What follows belongs to an exercise in optimizing a design on an open flow for small area and a short achievable clock period; a production flow would make more cautious choices. At most, simulation tests tie the RTL to the original design; equivalence was not proved. Power is estimated from default activity; no workload was simulated.

==> flow/design.v (excerpt) <==
module stereo_cap_top (
	input  logic                    clk_25_2m,
	input  logic                    reset,
	input  logic                    cam1_vsync,
	input  logic                    cam1_href,
	input  video_pkg::cam_byte_t    cam1_data,
	input  logic                    cam2_vsync,
	input  logic                    cam2_href,
	input  video_pkg::cam_byte_t    cam2_data,
	output logic                    hdmi_de,
	output logic                    hdmi_hs,
	output logic                    hdmi_vs,
	output video_pkg::pixel_t       hdmi_d
);
Settings: LEC_CHECK=0, CAP_MARGIN=20, CORE_MARGIN=2, CORE_UTILIZATION=55, SETUP_SLACK_MARGIN=4.5, SLEW_MARGIN=20; clock period 8.0 ns.
run.sh (not shown) runs the stock make flow with config.mk's settings and CLKGATE_MAP_FILE= SYNTH_SCRIPT=/design/flow/synth_recipe.tcl, a recipe that flattens the netlist after the stock synthesis.
The starting point went through all stages and came out clean.
Then changed:
Settings changed: CORE_UTILIZATION 55 to 65, SETUP_SLACK_MARGIN 4.5 to unset.
The new run passed the timing, DRC and antenna checks.
Power is lower by a few percent.
Clock-buffer cell count goes down by 6.
Global-route usage increases by 6.9 points.
Cell area decreases by a few percent.
Die area came out lower by about a fifth.
No run of this note included a check of the RTL's function; only the layout flow was run.

========
## job 7259
stereo_cap_top, a different RTL version from the one above (not shown whole).
For scale: ~2900 cells after synthesis, roughly 1600 flip-flops, about 49 I/O pins.
## stereo_cap_top
module stereo_cap_top (
	input  logic                    clk_25_2m,
	input  logic                    reset,
	input  logic                    cam1_vsync,
	input  logic                    cam1_href,
	input  video_pkg::cam_byte_t    cam1_data,
	input  logic                    cam2_vsync,
	input  logic                    cam2_href,
	input  video_pkg::cam_byte_t    cam2_data,
	output logic                    hdmi_de,
	output logic                    hdmi_hs,
	output logic                    hdmi_vs,
	output video_pkg::pixel_t       hdmi_d
);
export LEC_CHECK = 0
export CAP_MARGIN = 20
export CORE_MARGIN = 2
export CORE_UTILIZATION = 55
export CTS_BUF_LIST = sky130_fd_sc_hd__clkbuf_16
export CTS_CLUSTER_DIAMETER = 60
export CTS_CLUSTER_SIZE = 30
export SLEW_MARGIN = 20
create_clock -name core_clock -period 8.0 [get_ports {clk_25_2m}]
standard.sh (not shown) runs the stock make flow with config.mk's settings and CLKGATE_MAP_FILE= SYNTH_SCRIPT=/design/flow/synth_recipe.tcl, a recipe that flattens the netlist after the stock synthesis.
==> flow/flow/run.sh <==
#!/bin/bash
set -euo pipefail
MARGIN=$(cat flow/margin.txt)
bash standard.sh \
	MATCH_CELL_FOOTPRINT=0 \
	SETUP_SLACK_MARGIN=$MARGIN \
	"BUFFER_PORTS_ARGS=-buffer_cell sky130_fd_sc_hd__buf_4" \
	finish > make_finish.log 2>&1
==> flow/flow/margin.txt <==
5.3
Job 7259: flow completed, timing, DRC and antenna clean
[inputs] job 200 vs job 7259
# job 7259
export LEC_CHECK = 0
export CAP_MARGIN = 20
export CORE_MARGIN = 2
export CORE_UTILIZATION = 55
export CTS_BUF_LIST = sky130_fd_sc_hd__clkbuf_16
export CTS_CLUSTER_DIAMETER = 60
export CTS_CLUSTER_SIZE = 30
export SLEW_MARGIN = 20
create_clock -name core_clock -period 8.0 [get_ports {clk_25_2m}]
# job 200
export LEC_CHECK = 0
export CAP_MARGIN = 20
export CORE_MARGIN = 2
export CORE_UTILIZATION = 55
export CTS_BUF_LIST = sky130_fd_sc_hd__clkbuf_16
export CTS_CLUSTER_DIAMETER = 60
export CTS_CLUSTER_SIZE = 30
export SETUP_SLACK_MARGIN = 5.0
export SLEW_MARGIN = 20
create_clock -name core_clock -period 8.0 [get_ports {clk_25_2m}]
==> flow/run.sh (new file) <==
#!/bin/bash
# synth_recipe.tcl (not shown) runs the flow's synth.tcl, then flattens the netlist and writes it again
# the make line also repeats each setting of config.mk as NAME=value (left out here)
make -C /OpenROAD-flow-scripts/flow DESIGN_CONFIG=/design/flow/config.mk WORK_HOME=/design/flow/orfs CLKGATE_MAP_FILE= SYNTH_SCRIPT=/design/flow/synth_recipe.tcl finish
removed: flow/flow/run.sh
removed: flow/flow/margin.txt
removed: flow/standard.sh
## What came out
No stage failed in job 200, and the final checks on the layout all came back clean. Compared with job 7259, job 200 shows a lower fmax. Summary of job 200 over job 7259: worst setup slack dropped 0.24 ns, final worst-path cycle share grew by 2.9 points. Wire length after detailed routing, job 7259 and job 200: smaller value in job 200. Job 7259 → job 200: logic depth of the worst path, buffers included has increased, number of fill cells up 89, first-pass GRT wire length lower, utilization of the core after routing went down 0.83 points, half-perimeter wire length after detailed placement lower. For job 7259, the type of the worst setup path was reg2out, unlike job 200, where it was in2reg. Changes observed in job 200 relative to job 7259: part of the power in combinational logic went down, routed via count decreased 2.3%.
What job 1916 does differently from job 200 at the input level:
# job 200
export LEC_CHECK = 0
export CAP_MARGIN = 20
export CORE_MARGIN = 2
export CORE_UTILIZATION = 55
export CTS_BUF_LIST = sky130_fd_sc_hd__clkbuf_16
export CTS_CLUSTER_DIAMETER = 60
export CTS_CLUSTER_SIZE = 30
export SETUP_SLACK_MARGIN = 5.0
export SLEW_MARGIN = 20
create_clock -name core_clock -period 8.0 [get_ports {clk_25_2m}]
# job 1916
export LEC_CHECK = 0
export CAP_MARGIN = 20
export CORE_MARGIN = 2
export CORE_UTILIZATION = 55
export CTS_BUF_LIST = sky130_fd_sc_hd__clkbuf_16
export CTS_CLUSTER_DIAMETER = 100
export CTS_CLUSTER_SIZE = 30
export SLEW_MARGIN = 20
create_clock -name core_clock -period 8.0 [get_ports {clk_25_2m}]
==> flow/flow/run.sh (new file) <==
#!/bin/bash
set -euo pipefail
MARGIN=$(cat flow/margin.txt)
bash standard.sh \
	MATCH_CELL_FOOTPRINT=0 \
	SETUP_SLACK_MARGIN=$MARGIN \
	"BUFFER_PORTS_ARGS=-buffer_cell sky130_fd_sc_hd__buf_4" \
	finish > make_finish.log 2>&1
==> flow/flow/margin.txt (new file) <==
5.3
==> flow/standard.sh (new file) <==
#!/bin/bash
# synth_recipe.tcl (not shown) runs the flow's synth.tcl, then flattens the netlist and writes it again
# the make line also repeats each setting of config.mk as NAME=value (left out here)
make -C /OpenROAD-flow-scripts/flow DESIGN_CONFIG=/design/flow/config.mk WORK_HOME=/design/flow/orfs CLKGATE_MAP_FILE= SYNTH_SCRIPT=/design/flow/synth_recipe.tcl "${@:-finish}"
removed: flow/run.sh
Findings:
Of the two values seen for standard cell with the maximum stage delay on the critical path, dfxtp_2 was produced by job 1916 and clkdlybuf4s50_1 by job 200.
Between job 1916 and job 200, it is job 1916 whose routability-driven placement congestion ratio is lower, by 0.48%.
| final cell count | higher: job 200 |
Total wirelength of the detailed-routed design was lower in the run labelled job 200.
Relative to job 200, global-route total usage across every layer has gone up in job 1916.
### job 1916 -> job 8621
# job 1916
export LEC_CHECK = 0
export CAP_MARGIN = 20
export CORE_MARGIN = 2
export CORE_UTILIZATION = 55
export CTS_BUF_LIST = sky130_fd_sc_hd__clkbuf_16
export CTS_CLUSTER_DIAMETER = 100
export CTS_CLUSTER_SIZE = 30
export SLEW_MARGIN = 20
create_clock -name core_clock -period 8.0 [get_ports {clk_25_2m}]
# job 8621
export LEC_CHECK = 0
export CAP_MARGIN = 20
export CORE_MARGIN = 2
export CORE_UTILIZATION = 70
export CTS_BUF_LIST = sky130_fd_sc_hd__clkbuf_16
export CTS_CLUSTER_DIAMETER = 60
export CTS_CLUSTER_SIZE = 30
export SLEW_MARGIN = 20
create_clock -name core_clock -period 8.0 [get_ports {clk_25_2m}]
==> flow/flow/margin.txt <==
5.4
Notes after the runs:
Comparing setup slack for job 8621 and job 1916, the bigger number came from job 8621. Note that the clock power recorded for job 1916 amounts to 0.68 times the value seen in job 8621. NOTE count of filler cells inserted in the layout job 1916->job 8621 decreased by more than a quarter.

========
stereo_cap_top, a different RTL version from the one above (not shown whole).
Size in the first run: about 3,100 cells after synthesis, about 1,600 flip-flops, ~49 I/O pins.
Settings: LEC_CHECK=0, CAP_MARGIN=20, CORE_MARGIN=2, CORE_UTILIZATION=55, CTS_BUF_LIST=sky130_fd_sc_hd__clkbuf_16, CTS_CLUSTER_DIAMETER=60, CTS_CLUSTER_SIZE=30, SLEW_MARGIN=20; clock period 8.0 ns.
==> flow/flow/run.sh <==
#!/bin/bash
set -euo pipefail
MARGIN=$(cat flow/margin.txt)
bash standard.sh \
	MATCH_CELL_FOOTPRINT=0 \
	SETUP_SLACK_MARGIN=$MARGIN \
	"BUFFER_PORTS_ARGS=-buffer_cell sky130_fd_sc_hd__buf_4" \
	finish > make_finish.log 2>&1
==> flow/flow/margin.txt <==
5.3
The first run went through all stages and came out clean.
Next try:
==> flow/run.sh (new file) <==
#!/bin/bash
# synth_recipe.tcl (not shown) runs the flow's synth.tcl, then flattens the netlist and writes it again
# the make line also repeats each setting of config.mk as NAME=value (left out here)
make -C /OpenROAD-flow-scripts/flow DESIGN_CONFIG=/design/flow/config.mk WORK_HOME=/design/flow/orfs CLKGATE_MAP_FILE= SYNTH_SCRIPT=/design/flow/synth_recipe.tcl finish
--- a/flow/config.mk
+++ b/flow/config.mk
@@ -13,2 +13,3 @@
 export CTS_CLUSTER_SIZE = 30
+export SETUP_SLACK_MARGIN = 5.0
 export SLEW_MARGIN = 20
removed: flow/flow/run.sh
removed: flow/flow/margin.txt
removed: flow/standard.sh
=> Power falls by 1.8%. Sequential power hardly moves. Worst setup slack degrades by 0.16 ns. Via count is lower by 0.91%.
Next try:
--- a/flow/config.mk
+++ b/flow/config.mk
@@ -10,5 +10,4 @@
 export CORE_UTILIZATION = 55
-export CTS_BUF_LIST = sky130_fd_sc_hd__clkbuf_16
-export CTS_CLUSTER_DIAMETER = 60
-export CTS_CLUSTER_SIZE = 30
+export CTS_BUF_LIST = sky130_fd_sc_hd__clkbuf_8
+export CTS_CLUSTER_SIZE = 20
 export SETUP_SLACK_MARGIN = 5.0
Result:
- The new run completed without violations
- worst hold slack loses 0.0039 ns
- power rose by 0.61%
- non-clock buffer count does not change
Function was not checked in any run of this note: the RTL went through the layout flow alone.

========
Another version of the RTL of stereo_cap_top (not shown whole).
Size in the first run: roughly 2900 cells after synthesis.
clock: 8.0 ns
lec_check: 0
cap_margin: 20
core_margin: 2
core_utilization: 55
cts_buf_list: sky130_fd_sc_hd__clkbuf_16
cts_cluster_diameter: 80
cts_cluster_size: 28
slew_margin: 20
==> flow/flow/run.sh <==
#!/bin/bash
set -euo pipefail
MARGIN=$(cat flow/margin.txt)
EXTRA=()
if [[ -f flow/extra.txt ]]; then
	while IFS= read -r line; do
		[[ -n "$line" ]] && EXTRA+=("$line")
	done < flow/extra.txt
fi
bash standard.sh \
	MATCH_CELL_FOOTPRINT=0 \
	SETUP_SLACK_MARGIN=$MARGIN \
	"BUFFER_PORTS_ARGS=-buffer_cell sky130_fd_sc_hd__buf_4" \
	"${EXTRA[@]}" \
	finish > make_finish.log 2>&1
==> flow/flow/extra.txt <==
SKIP_GATE_CLONING=1
==> flow/flow/margin.txt <==
5.2
Edit:
==> flow/flow/run.sh (replaced) <==
#!/bin/bash
set -euo pipefail
MARGIN=$(cat flow/margin.txt)
bash standard.sh \
	MATCH_CELL_FOOTPRINT=0 \
	SETUP_SLACK_MARGIN=$MARGIN \
	"BUFFER_PORTS_ARGS=-buffer_cell sky130_fd_sc_hd__buf_4" \
	finish > make_finish.log 2>&1
==> flow/flow/margin.txt (replaced) <==
5.1
removed: flow/flow/extra.txt
Outcome: Setup slack degrades by 62 ps; area after synthesis stays the same; critical path depth goes down by 3; die area stays the same; clock power increases by a few percent; final cell count went down slightly; wire length fell by a few percent; sequential share of layout area goes up by 0.84 points.
Edit:
==> flow/flow/run.sh (replaced) <==
#!/bin/bash
set -euo pipefail
MARGIN=$(cat flow/margin.txt)
EXTRA=()
if [[ -f flow/extra.txt ]]; then
	while IFS= read -r line; do
		[[ -n "$line" ]] && EXTRA+=("$line")
	done < flow/extra.txt
fi
bash standard.sh \
	MATCH_CELL_FOOTPRINT=0 \
	SETUP_SLACK_MARGIN=$MARGIN \
	"BUFFER_PORTS_ARGS=-buffer_cell sky130_fd_sc_hd__buf_4" \
	"${EXTRA[@]}" \
	finish > make_finish.log 2>&1
==> flow/flow/extra.txt (new file) <==
CTS_ARGS=-sink_clustering_enable -repair_clock_nets -sink_clustering_size 28 -sink_clustering_max_diameter 80 -buf_list sky130_fd_sc_hd__clkbuf_16 -dont_use_dummy_load -branching_point_buffers_distance 300
==> flow/flow/margin.txt (replaced) <==
5.2
The changed run went through all stages and came out clean.
Critical path depth climbs by 2.
Worst hold slack gains 9.5 ps.
Global-route usage climbs by 0.79 points.
Final area climbs by 0.59%.
Wire length climbs by 3.0%.
Setup slack gains 120 ps.
Edit:
==> flow/flow/extra.txt (replaced) <==
CTS_ARGS=-sink_clustering_enable -repair_clock_nets -sink_clustering_size 28 -sink_clustering_max_diameter 80 -buf_list sky130_fd_sc_hd__clkbuf_16 -dont_use_dummy_load
==> flow/flow/margin.txt (replaced) <==
5.15
Result:
- global-route usage fell by 0.57 points
- routed wire length fell by 2.4%
- power barely changes
- design area fell by 0.75%
- core utilization fell by 0.46 points

re-timing with driven ports:
No port has a modelled driver above. Below, the same layouts with a new extraction and two added sets of constraints.
Step 1 assumes that a clkbuf_16 drives the clock port and a buf_2 every other input.
Step 2 also shifts input and output timing later by t, the mid clock arrival at the registers, as if the neighbouring blocks saw the same clock.
Three values: no drivers, after step 1, after step 2; two values: the first two.
run	t (ns)	slack for setup (ns)	worst setup path after step 2
the first run of note 1	0.835	4.365 / 4.365 / 3.922	input to register
the second run of note 1	0.838	2.717 / 2.717 / 2.717	register to register
job 7259	0.802	5.206 / 5.127 / 4.527	input to register
job 200	0.833	4.971 / 4.885 / 4.053	input to register
job 1916	0.796	5.199 / 5.123 / 4.549	input to register
job 8621	0.765	5.206 / 5.140 / 4.676	input to register
the first run of note 3	0.801	5.217 / 5.137 / 4.608	input to register
the second run of note 3	0.803	5.057 / 4.984 / 4.327	input to register
the third run of note 3	1.011	4.902 / 4.837 / 4.258	input to register
the first run of note 4	0.746	5.123 / 5.123 / 4.601	input to register
the second run of note 4	0.738	5.061 / 5.061 / 4.473	input to register
the third run of note 4	0.736	5.184 / 5.153 / 4.568	input to register
the fourth run of note 4	0.726	5.160 / 5.138 / 4.515	input to register
After both steps setup and hold are still met in every run listed. For job 200, which loses most, drivers alone change the setup slack by -0.086 ns; drivers and shift together by -0.918 ns.
